Source: an optimization exercise on an open RTL-to-GDS flow (aim: small area, a short achievable clock period and few clock cycles). Production flows keep margins and buffers that such runs may drop. RTL that was checked went through simulation tests only; none was proved equivalent to the original. Power and IR drop assume default switching activity.

## run 1
// mem_subsystem
module mem_subsystem (
    input  logic        clk_in,
    input  logic        rst_in,
    input  logic        rdy_in,
    input  logic [31:0] fetch_addr,
    output logic        fetch_hit,
    output logic [31:0] fetch_inst,
    input  logic        ld_valid,
    input  logic [31:0] ld_addr,
    input  logic [1:0]  ld_len,
    input  logic        ld_sext,
    input  logic [3:0]  ld_tag_in,
    output logic        ld_full,
    output logic        ld_done,
    output logic [31:0] ld_data,
    output logic [3:0]  ld_tag,
    input  logic        st_valid,
    input  logic [31:0] st_addr,
    input  logic [31:0] st_data,
    input  logic [1:0]  st_len,
    output logic        st_full,
    output logic        st_done,
    input  logic        io_buffer_full,
    input  logic [7:0]  mem_din,
    output logic [7:0]  mem_dout,
    output logic [31:0] mem_a,
    output logic        mem_wr
);
Size in the first run: about 520 cells after synthesis, ~58 flip-flops, roughly 270 I/O pins, ~4600 um2 of cells after synthesis.
export LEC_CHECK = 0
export CAP_MARGIN = 20
export CORE_MARGIN = 2
export CORE_UTILIZATION = 40
export SLEW_MARGIN = 20
create_clock -name core_clock -period 7.0 [get_ports {clk_in}]
standard.sh (not shown) runs the stock make flow with config.mk's settings and CLKGATE_MAP_FILE= SYNTH_SCRIPT=/design/flow/synth_recipe.tcl, a recipe that flattens the netlist after the stock synthesis.
==> flow/flow/run.sh <==
#!/bin/bash
# Standard layout with the port buffers made from the smallest buffer cell;
# timing repair aims at a 3 ns setup margin only once the design is placed.
set -e
export BUFFER_PORTS_ARGS="-buffer_cell sky130_fd_sc_hd__buf_1"
SETUP_SLACK_MARGIN=0 bash standard.sh synth floorplan place > standard_1.log 2>&1
SETUP_SLACK_MARGIN=3 bash standard.sh > standard_2.log 2>&1
Run 1 finished every step from synthesis to the final layout, and the layout passed the timing, design-rule and antenna checks.
--- input diff run 1..run 2 ---
- SETUP_SLACK_MARGIN now 3, previously not set
==> flow/flow/run.sh <==
#!/bin/bash
# Standard layout, with the port buffers made from the smallest buffer cell and
# a clock tree of small buffers without dummy loads.
export BUFFER_PORTS_ARGS="-buffer_cell sky130_fd_sc_hd__buf_1"
export CTS_ARGS="-sink_clustering_enable -repair_clock_nets -dont_use_dummy_load -buf_list {sky130_fd_sc_hd__clkbuf_4 sky130_fd_sc_hd__clkbuf_8}"
bash standard.sh > standard.log 2>&1
==> run summary <==
- Run 2 | stages: all done | timing, DRC, antenna: all pass
- Relative to run 1, routed wire length has decreased by about 0.44% in run 2.
- Summary of run 2 over run 1: share of the cycle needed by the critical path after routing barely changed, count of cells resized by post-cts repair comparable.
- Worst relative slew slack, run 2 and run 1: smaller value in run 1
- Global-route wire length before repair, run 2 vs run 1: down slightly
- Summary: worst setup slack, run 2 better than run 1
- The critical path endpoint comes out mem_a[3] in one run and mem_a[8] in the other, namely in run 1 and run 2 respectively.
Relative to run 2, the following input files were edited for run 3:
==> flow/flow/run.sh <==
#!/bin/bash
# Standard layout, with the port buffers made from the smallest buffer cell.
export BUFFER_PORTS_ARGS="-buffer_cell sky130_fd_sc_hd__buf_1"
bash standard.sh > standard.log 2>&1
Results
Summary of run 3 over run 2: fraction of layout cells with a size suffix above 1 +0.45 points; final cell count rose by 0.83%; clock buffer instance count of the final layout rose by 5; global-route usage now sits at about the same level; non-clock buffer count did not really move.
Function was not checked in any run of this note: the RTL went through the layout flow alone.


Setup of exp/harbor:
Another version of the RTL of mem_subsystem (not shown whole).
For scale: roughly 470 cells after synthesis, roughly 270 I/O pins, roughly 0.0044 sq mm of cells after synthesis.
clock: 7.0 ns
lec_check: 0
cap_margin: 20
core_margin: 2
core_utilization: 40
setup_slack_margin: 2.9
slew_margin: 20
==> flow/flow/run.sh <==
#!/bin/bash
# Standard layout, with the port buffers made from the smallest buffer cell and
# a clock tree of small buffers without dummy loads.
export BUFFER_PORTS_ARGS="-buffer_cell sky130_fd_sc_hd__buf_1"
export CTS_ARGS="-sink_clustering_enable -repair_clock_nets -dont_use_dummy_load -buf_list {sky130_fd_sc_hd__clkbuf_4 sky130_fd_sc_hd__clkbuf_8}"
bash standard.sh > standard.log 2>&1
Testbench counts of exp/harbor, summed over its fixed seeds: cycles 24,615.
Edits applied to the flow inputs when going from exp/harbor to exp/fjord:
--- a/flow/config.mk
+++ b/flow/config.mk
@@ -11 +11 @@
-export SETUP_SLACK_MARGIN = 2.9
+export SETUP_SLACK_MARGIN = 2.85
Between exp/harbor and exp/fjord, the difference in portion of total power attributed to the clock network is negligible. On switching power, exp/harbor and exp/fjord are basically level. Power after layout across exp/harbor and exp/fjord: no real change.
Here is what was changed in the inputs of exp/lagoon compared with exp/fjord.
--- a/flow/config.mk
+++ b/flow/config.mk
@@ -10,2 +10,2 @@
-export CORE_UTILIZATION = 40
-export SETUP_SLACK_MARGIN = 2.85
+export CORE_UTILIZATION = 30
+export SETUP_SLACK_MARGIN = 3
On cell area after placement: exp/lagoon sits above exp/fjord. Looking only at number of global-route vias before repair, and setting everything else aside, the higher value of exp/lagoon and exp/fjord goes to exp/lagoon. STATUS total wire length after detailed routing: exp/lagoon loses against exp/fjord. Count of non-CTS buffers in the layout on exp/lagoon is up relative to exp/fjord. Cmp exp/lagoon and exp/fjord / cell count after placement / higher: exp/lagoon. exp/lagoon against exp/fjord: standard-cell row count increased by 6 relative to the old numbers, sequential share of layout area fell by 2.1 points, vias per cell moved down, number of post-CTS setup repair buffers now sits higher, final cell area excluding filler cells higher. Reported net switching power for exp/lagoon: 0.013 mW up relative to exp/fjord.
Here is what was changed in the inputs of exp/indigo compared with exp/lagoon.
--- a/flow/flow/run.sh
+++ b/flow/flow/run.sh
@@ -3 +3,2 @@
-# a clock tree of small buffers without dummy loads.
+# a clock tree of small buffers without dummy loads; the constant outputs
+# share one tie cell.
@@ -5,0 +7 @@
+export SKIP_REPAIR_TIE_FANOUT=1
--- a/flow/config.mk
+++ b/flow/config.mk
@@ -10 +10 @@
-export CORE_UTILIZATION = 30
+export CORE_UTILIZATION = 40
[summary]
- Where total half-perimeter wirelength after legalization and detailed placement is concerned, exp/lagoon is outperformed by exp/indigo.
- exp/lagoon vs exp/indigo, origin of the worst setup path: st_addr[17] vs st_valid
- Looking at exp/lagoon and exp/indigo, the combined flip-flop and latch cell area is a wash.
- exp/indigo improves on exp/lagoon in register-to-register slack.
- The final worst-path setup slack was comparable across exp/lagoon and exp/indigo.
- exp/lagoon -> exp/indigo: highest ir drop seen on vdd increased by more than 10%
- Summary of the comparison: sequential share of power is higher in exp/indigo, relative to exp/lagoon.
- Number of gates on the worst path with buffers counted: exp/indigo < exp/lagoon
- exp/indigo -> exp/lagoon: share of the clock period used by the worst path flat
- exp/lagoon → exp/indigo: final cell count without fillers now smaller; largest fanout of any net on the critical path went down 1.
### exp/indigo -> exp/zinc
--- a/flow/flow/run.sh
+++ b/flow/flow/run.sh
@@ -3,2 +3 @@
-# a clock tree of small buffers without dummy loads; the constant outputs
-# share one tie cell.
+# a clock tree of small buffers without dummy loads.
@@ -7 +5,0 @@
-export SKIP_REPAIR_TIE_FANOUT=1
--- a/flow/config.mk
+++ b/flow/config.mk
@@ -11 +11 @@
-export SETUP_SLACK_MARGIN = 3
+export SETUP_SLACK_MARGIN = 2.8
- Number of setup buffers added after CTS for exp/zinc: 8 down relative to exp/indigo
- Going from exp/indigo to exp/zinc, fraction of the core area covered by cells at the end of the flow shrinks by 2.1 points.
- First-iteration DRC count delta for exp/zinc relative to exp/indigo: 46 lower
- On detail-routed via count per cell, exp/zinc tracks exp/indigo almost exactly.
- Compared with exp/indigo, exp/zinc ends up with less cell area.
- Looking only at global routing usage on met3, and setting everything else aside, the higher value of exp/zinc and exp/indigo goes to exp/indigo.
- Between exp/zinc and exp/indigo, global-route usage over all layers is higher for exp/zinc, exp/indigo comes in under that.
- On exp/zinc: number of iterations in the first detailed-routing pass is 5 lower than what exp/indigo gave.


The RTL this note starts from:
==> flow/design.v <==
`timescale 1ns/1ps
package mem_req_pkg;
    typedef logic [31:0] addr_t;
    typedef logic [31:0] word_t;
    typedef logic [3:0] tag_t;
    typedef logic [1:0] access_len_t;
    localparam access_len_t LEN_BYTE = 2'd0;
    localparam access_len_t LEN_HALF = 2'd1;
    localparam access_len_t LEN_WORD = 2'd3;
    typedef struct packed {
        addr_t       addr;
        access_len_t len;
        logic        sext;
        tag_t        tag;
    } load_req_t;
    typedef struct packed {
        addr_t       addr;
        word_t       data;
        access_len_t len;
    } store_req_t;
endpackage
`timescale 1ns/1ps
package icache_pkg;
    localparam int OFFSET_BITS = $clog2(8);
    localparam int INDEX_BITS = $clog2(16);
    localparam int TAG_BITS = 18 - INDEX_BITS - OFFSET_BITS;
    typedef logic [8*8-1:0] line_t;
    typedef logic [INDEX_BITS-1:0] index_t;
    typedef logic [TAG_BITS-1:0] cache_tag_t;
endpackage
`timescale 1ns/1ps
module mem_subsystem (
    input  logic        clk_in,
    input  logic        rst_in,
    input  logic        rdy_in,
    input  logic [31:0] fetch_addr,
    output logic        fetch_hit,
    output logic [31:0] fetch_inst,
    input  logic        ld_valid,
    input  logic [31:0] ld_addr,
    input  logic [1:0]  ld_len,
    input  logic        ld_sext,
    input  logic [3:0]  ld_tag_in,
    output logic        ld_full,
    output logic        ld_done,
    output logic [31:0] ld_data,
    output logic [3:0]  ld_tag,
    input  logic        st_valid,
    input  logic [31:0] st_addr,
    input  logic [31:0] st_data,
    input  logic [1:0]  st_len,
    output logic        st_full,
    output logic        st_done,
    input  logic        io_buffer_full,
    input  logic [7:0]  mem_din,
    output logic [7:0]  mem_dout,
    output logic [31:0] mem_a,
    output logic        mem_wr
);
    logic        fm;
    logic        lm;
    logic        sm;
    logic [15:0] ra;
    logic [2:0]  rb;
    logic        dv;       
    logic [23:0] w;
    logic [1:0]  k;        
    logic [1:0]  last;     
    logic        sext_q;
    logic        st_done_q;
    logic        io_ok;    
    logic        hr;       
    logic        fetch_mode;
    logic        st_io;
    logic        ld_acc;
    logic        st_acc;
    logic        acc;
    logic        wide;
    logic        match;
    logic        cap;
    logic        restart;
    logic [17:0] port_a;
    logic [2:0]  rb_next;
    logic [31:0] raw;
    assign fetch_mode = fm;
    assign st_io = (st_addr[17:16] == 2'b11);
    assign ld_full = !fetch_mode;
    assign st_full = !fetch_mode || ld_valid || (st_io && !io_ok);
    assign ld_acc = fetch_mode && ld_valid;
    assign st_acc = fetch_mode && st_valid && !ld_valid && (io_ok || !st_io);
    assign acc = ld_acc || st_acc;
    assign wide = ld_valid ? (ld_len != 2'd0) : (st_len != 2'd0);
    assign match = (fetch_addr[17:2] == ra);
    assign cap = dv && match;
    assign fetch_hit = hr && match;
    assign fetch_inst = {mem_din, w};
    assign restart = !match || (rb[2] && !dv);
    assign port_a = ld_acc ? ld_addr[17:0] : st_acc ? st_addr[17:0] : {ra + {15'd0, rb[2]}, rb[1:0]};
    assign rb_next = {1'b0, port_a[1:0]} + 3'd1;
    assign mem_a = {14'd0, port_a};
    assign mem_wr = sm || st_acc;
    assign mem_dout = fetch_mode ? st_data[7:0] : w[7:0];
    assign st_done = st_done_q;
    assign ld_done = lm && (k == last);
    always_comb begin
        case (last)
            2'd0: raw = {{24{sext_q & mem_din[7]}}, mem_din};
            2'd1: raw = {{16{sext_q & mem_din[7]}}, mem_din, w[23:16]};
            default: raw = {mem_din, w};
        endcase
    end
    assign ld_data = raw;
    always_ff @(posedge clk_in) begin
        if (rdy_in) begin
            io_ok <= !io_buffer_full;
        end else if (rst_in) begin
            io_ok <= 1'b0;
        end
    end
    always_ff @(posedge clk_in) begin
        if (rst_in) begin
            fm <= 1'b1;
            lm <= 1'b0;
            sm <= 1'b0;
            dv <= 1'b0;
            hr <= 1'b0;
            st_done_q <= 1'b0;
            ra <= fetch_addr[17:2];
            rb <= 3'd0;
        end else if (rdy_in) begin
            st_done_q <= 1'b0;
            hr <= 1'b0;
            if (fm) begin
                    if (cap && !rb[2]) begin
                        w <= {mem_din, w[23:8]};
                    end
                    if (acc) begin
                        dv <= 1'b0;
                        k <= 2'd0;
                        if (ld_acc) begin
                            fm <= 1'b0;
                            lm <= 1'b1;
                            last <= ld_len;
                            sext_q <= ld_sext;
                            ld_tag <= ld_tag_in;
                        end else if (wide) begin
                            fm <= 1'b0;
                            sm <= 1'b1;
                            k <= 2'd1;
                            last <= st_len;
                            w <= st_data[31:8];
                        end else begin
                            st_done_q <= 1'b1;
                        end
                        if (wide) begin
                            ra <= port_a[17:2];
                            rb <= rb_next;
                        end
                    end else if (restart) begin
                        ra <= fetch_addr[17:2];
                        rb <= 3'd0;
                        dv <= 1'b0;
                    end else begin
                        ra <= port_a[17:2];
                        rb <= rb_next;
                        dv <= 1'b1;
                        hr <= (port_a[1:0] == 2'd3);
                    end
            end else if (lm) begin
                    if (k == last) begin
                        lm <= 1'b0;
                        fm <= 1'b1;
                        if (restart) begin
                            ra <= fetch_addr[17:2];
                            rb <= 3'd0;
                            dv <= 1'b0;
                        end else begin
                            ra <= port_a[17:2];
                            rb <= rb_next;
                            dv <= 1'b1;
                            hr <= (port_a[1:0] == 2'd3);
                        end
                    end else begin
                        k <= k + 2'd1;
                        w <= {mem_din, w[23:8]};
                        if (k + 2'd1 == last) begin
                            ra <= fetch_addr[17:2];
                            rb <= 3'd0;
                        end else begin
                            ra <= port_a[17:2];
                            rb <= rb_next;
                        end
                    end
            end else begin
                    if (k == last) begin
                        sm <= 1'b0;
                        fm <= 1'b1;
                        st_done_q <= 1'b1;
                        ra <= fetch_addr[17:2];
                        rb <= 3'd0;
                        dv <= 1'b0;
                    end else begin
                        k <= k + 2'd1;
                        w <= {8'd0, w[23:8]};
                        ra <= port_a[17:2];
                        rb <= rb_next;
                    end
            end
        end
    end
endmodule
Settings: LEC_CHECK=0, CAP_MARGIN=20, CORE_MARGIN=2, CORE_UTILIZATION=40, SETUP_SLACK_MARGIN=3, SLEW_MARGIN=20; clock period 7.0 ns.
==> flow/flow/run.sh <==
#!/bin/bash
# Standard layout, with the port buffers made from the smallest buffer cell and
# a clock tree of small buffers without dummy loads.
export BUFFER_PORTS_ARGS="-buffer_cell sky130_fd_sc_hd__buf_1"
export CTS_ARGS="-sink_clustering_enable -repair_clock_nets -dont_use_dummy_load -buf_list {sky130_fd_sc_hd__clkbuf_4}"
bash standard.sh > standard.log 2>&1
The baseline completed without violations.
Testbench counts at the start, summed over its fixed seeds: cycles 24,672.
Then changed:
==> flow/flow/run.sh (replaced) <==
#!/bin/bash
# Standard layout, with the port buffers made from the smallest buffer cell and
# a clock tree of small buffers without dummy loads.
export BUFFER_PORTS_ARGS="-buffer_cell sky130_fd_sc_hd__buf_1"
export CTS_ARGS="-sink_clustering_enable -repair_clock_nets -dont_use_dummy_load -buf_list {sky130_fd_sc_hd__clkbuf_4 sky130_fd_sc_hd__clkbuf_8}"
bash standard.sh > standard.log 2>&1
- CORE_UTILIZATION: 40 -> 25
Effect: The changed run produced a clean layout. Design area went up by about 2%. Sequential share of layout area went down by 0.55 points. Clock skew hardly moves. Combinational power stays flat. Worst setup slack gains 0.017 ns.
Then changed:
- CORE_UTILIZATION: 25 -> 40
After rerunning: Count of clock-buffer cells in the layout is unchanged. Clock skew decreases by 0.0075 ns. Utilization increases by 19 points. Synthesized cell count is unchanged. Wire length came out lower by 8.2%. Total power stays flat. Maximum frequency increases by 0.73%. Final cell count drops by 9.5%.


Setup of v48:
RTL: the design.v shown in full above, as it stands there.
==> flow/config.mk <==
export PLATFORM = sky130hd
export DESIGN_NAME = mem_subsystem
export DESIGN_NICKNAME = mem_subsystem
export VERILOG_FILES = /design/flow/design.v
export SDC_FILE = /design/flow/constraint.sdc
export NUM_CORES = 4
export LEC_CHECK = 0
export CAP_MARGIN = 20
export CORE_MARGIN = 2
export CORE_UTILIZATION = 40
export SETUP_SLACK_MARGIN = 2.75
export SLEW_MARGIN = 20
==> flow/constraint.sdc <==
create_clock -name core_clock -period 7.0 [get_ports {clk_in}]
set_input_delay 1.4000 -clock core_clock [delete_from_list [all_inputs] [get_ports {clk_in}]]
set_output_delay 1.4000 -clock core_clock [all_outputs]
set_load 0.01 [all_outputs]
==> flow/flow/run.sh <==
#!/bin/bash
# Standard layout, with the port buffers made from the smallest buffer cell and
# a clock tree of small buffers without dummy loads.
export BUFFER_PORTS_ARGS="-buffer_cell sky130_fd_sc_hd__buf_1"
export CTS_ARGS="-sink_clustering_enable -repair_clock_nets -dont_use_dummy_load -buf_list {sky130_fd_sc_hd__clkbuf_4 sky130_fd_sc_hd__clkbuf_8}"
bash standard.sh > standard.log 2>&1
v48 finished end to end and its layout was clean on timing, DRC and antenna.
Testbench counts of v48, summed over its fixed seeds: cycles 24,672.
> inputs changed (v48 -> v31)
# v48
export LEC_CHECK = 0
export CAP_MARGIN = 20
export CORE_MARGIN = 2
export CORE_UTILIZATION = 40
export SETUP_SLACK_MARGIN = 2.75
export SLEW_MARGIN = 20
create_clock -name core_clock -period 7.0 [get_ports {clk_in}]
# v31
export LEC_CHECK = 0
export CAP_MARGIN = 20
export CORE_MARGIN = 2
export CORE_UTILIZATION = 30
export SETUP_SLACK_MARGIN = 3.1
export SLEW_MARGIN = 20
create_clock -name core_clock -period 7.0 [get_ports {clk_in}]
--- outcome ---
Taking v31 as 1.0, v48 lands at 0.915 on switching power total. Relative to v48, the number of cells on the critical path of v31 is higher by 1. In terms of biggest cell delay along the critical path, v48 and v31 differ only marginally.
Input-level comparison between v42 and v31:
# v31
export LEC_CHECK = 0
export CAP_MARGIN = 20
export CORE_MARGIN = 2
export CORE_UTILIZATION = 30
export SETUP_SLACK_MARGIN = 3.1
export SLEW_MARGIN = 20
create_clock -name core_clock -period 7.0 [get_ports {clk_in}]
# v42
export LEC_CHECK = 0
export CAP_MARGIN = 20
export CORE_MARGIN = 2
export CORE_UTILIZATION = 40
export SETUP_SLACK_MARGIN = 3
export SLEW_MARGIN = 20
create_clock -name core_clock -period 7.0 [get_ports {clk_in}]
==> flow/flow/run.sh <==
#!/bin/bash
# Standard layout, with the port buffers made from the smallest buffer cell.
export BUFFER_PORTS_ARGS="-buffer_cell sky130_fd_sc_hd__buf_1"
bash standard.sh > standard.log 2>&1
### Flow results
Number of placement rows shrinks by more than 10% when moving from v31 to v42.
Cmp v31 and v42 / worst supply voltage drop on vdd / higher: v42
Higher count of buffers not belonging to the clock network in the layout was reported by v31, not v42.
Worst setup slack in v42 is 0.067 ns lower than in v31
Compared with v31, v42 shows a cell area after placement that is about 1.3% lower.
Comparing v31 and v42, post-route clock period utilization is higher on v42.
Count of nets after finishing went down by a few percent going from v31 to v42.
Looking at sum of met3 wire segment lengths after detailed routing, v42 sits 45% higher than v31 does.
[inputs] v33 vs v42
# v42
export LEC_CHECK = 0
export CAP_MARGIN = 20
export CORE_MARGIN = 2
export CORE_UTILIZATION = 40
export SETUP_SLACK_MARGIN = 3
export SLEW_MARGIN = 20
create_clock -name core_clock -period 7.0 [get_ports {clk_in}]
# v33
export LEC_CHECK = 0
export CAP_MARGIN = 20
export CORE_MARGIN = 2
export CORE_UTILIZATION = 30
export SETUP_SLACK_MARGIN = 3
export SLEW_MARGIN = 20
create_clock -name core_clock -period 7.0 [get_ports {clk_in}]
==> flow/flow/run.sh <==
#!/bin/bash
# Standard layout, with the port buffers made from the smallest buffer cell and
# a clock tree of small buffers without dummy loads.
export BUFFER_PORTS_ARGS="-buffer_cell sky130_fd_sc_hd__buf_1"
export CTS_ARGS="-sink_clustering_enable -repair_clock_nets -dont_use_dummy_load -buf_list {sky130_fd_sc_hd__clkbuf_4 sky130_fd_sc_hd__clkbuf_8}"
bash standard.sh > standard.log 2>&1
Notes after the runs:
- For the insertion delay to the later sink of the worst-skew pair, v33 came in 0.03 ns higher than v42 did.
- The combinational power was comparable across v33 and v42.
- As far as maximum level of the CTS H-tree goes, v42 and v33 are indistinguishable; the numbers are identical.
- STATUS post-layout total power: v33 wins against v42
- Fraction of standard cell area in multi-input logic: v33 higher than v42

## what the ideal ports hide
The flow's constraints put no driver on any port. The routed layouts listed below were extracted and timed again, unchanged, in two steps. Step 1: set_driving_cell puts a clkbuf_16 on clk_in and a buf_2 on each other input, an assumption about the parent block. Step 2 adds t to the input delays and takes it off the output delays; t is the mean of the earliest and latest rising clock arrival at the registers after step 1. Input paths then give back, and output paths get back, about the clock's delay inside the block. Three values: ideal, step 1, step 2; two values: the first two.
| run | t, ns | setup slack, ns | hold WS [ns] | latest minus earliest clock arrival (ns) |
|---|---|---|---|---|
| run 1 | 0.364 | 3.055 / 3.031 / 3.031 | 0.499 / 0.499 / 0.499 | 0.009 / 0.009 |
| run 2 | 0.370 | 3.058 / 3.034 / 3.034 | 0.502 / 0.502 / 0.502 | 0.015 / 0.015 |
| run 3 | 0.364 | 3.055 / 3.031 / 3.031 | 0.499 / 0.499 / 0.499 | 0.009 / 0.009 |
| exp/harbor | 0.362 | 2.972 / 2.950 / 2.897 | 0.458 / 0.458 / 0.458 | 0.035 / 0.034 |
| exp/fjord | 0.365 | 2.917 / 2.896 / 2.896 | 0.457 / 0.457 / 0.457 | 0.034 / 0.034 |
| exp/lagoon | 0.380 | 2.989 / 2.952 / 2.709 | 0.459 / 0.459 / 0.459 | 0.006 / 0.006 |
| exp/indigo | 0.361 | 2.989 / 2.957 / 2.944 | 0.456 / 0.456 / 0.456 | 0.022 / 0.022 |
| exp/zinc | 0.364 | 2.834 / 2.816 / 2.816 | 0.460 / 0.460 / 0.460 | 0.035 / 0.034 |
| the first run of note 3 | 0.440 | 3.007 / 2.961 / 2.961 | 0.476 / 0.476 / 0.476 | 0.028 / 0.028 |
| the second run of note 3 | 0.382 | 3.025 / 3.003 / 2.880 | 0.451 / 0.451 / 0.451 | 0.027 / 0.027 |
| the third run of note 3 | 0.368 | 3.053 / 2.974 / 2.974 | 0.468 / 0.468 / 0.468 | 0.020 / 0.020 |
| v48 | 0.360 | 2.851 / 2.830 / 2.830 | 0.459 / 0.459 / 0.459 | 0.019 / 0.019 |
| v31 | 0.371 | 3.088 / 3.020 / 2.762 | 0.460 / 0.460 / 0.460 | 0.031 / 0.031 |
| v42 | 0.365 | 3.021 / 2.991 / 2.991 | 0.463 / 0.463 / 0.463 | 0.007 / 0.007 |
| v33 | 0.382 | 3.031 / 2.991 / 2.969 | 0.460 / 0.460 / 0.460 | 0.021 / 0.022 |
After both steps every run listed still meets setup and hold. For v31, which loses most, drivers alone change the setup slack by -0.068 ns; drivers and shift together by -0.326 ns.
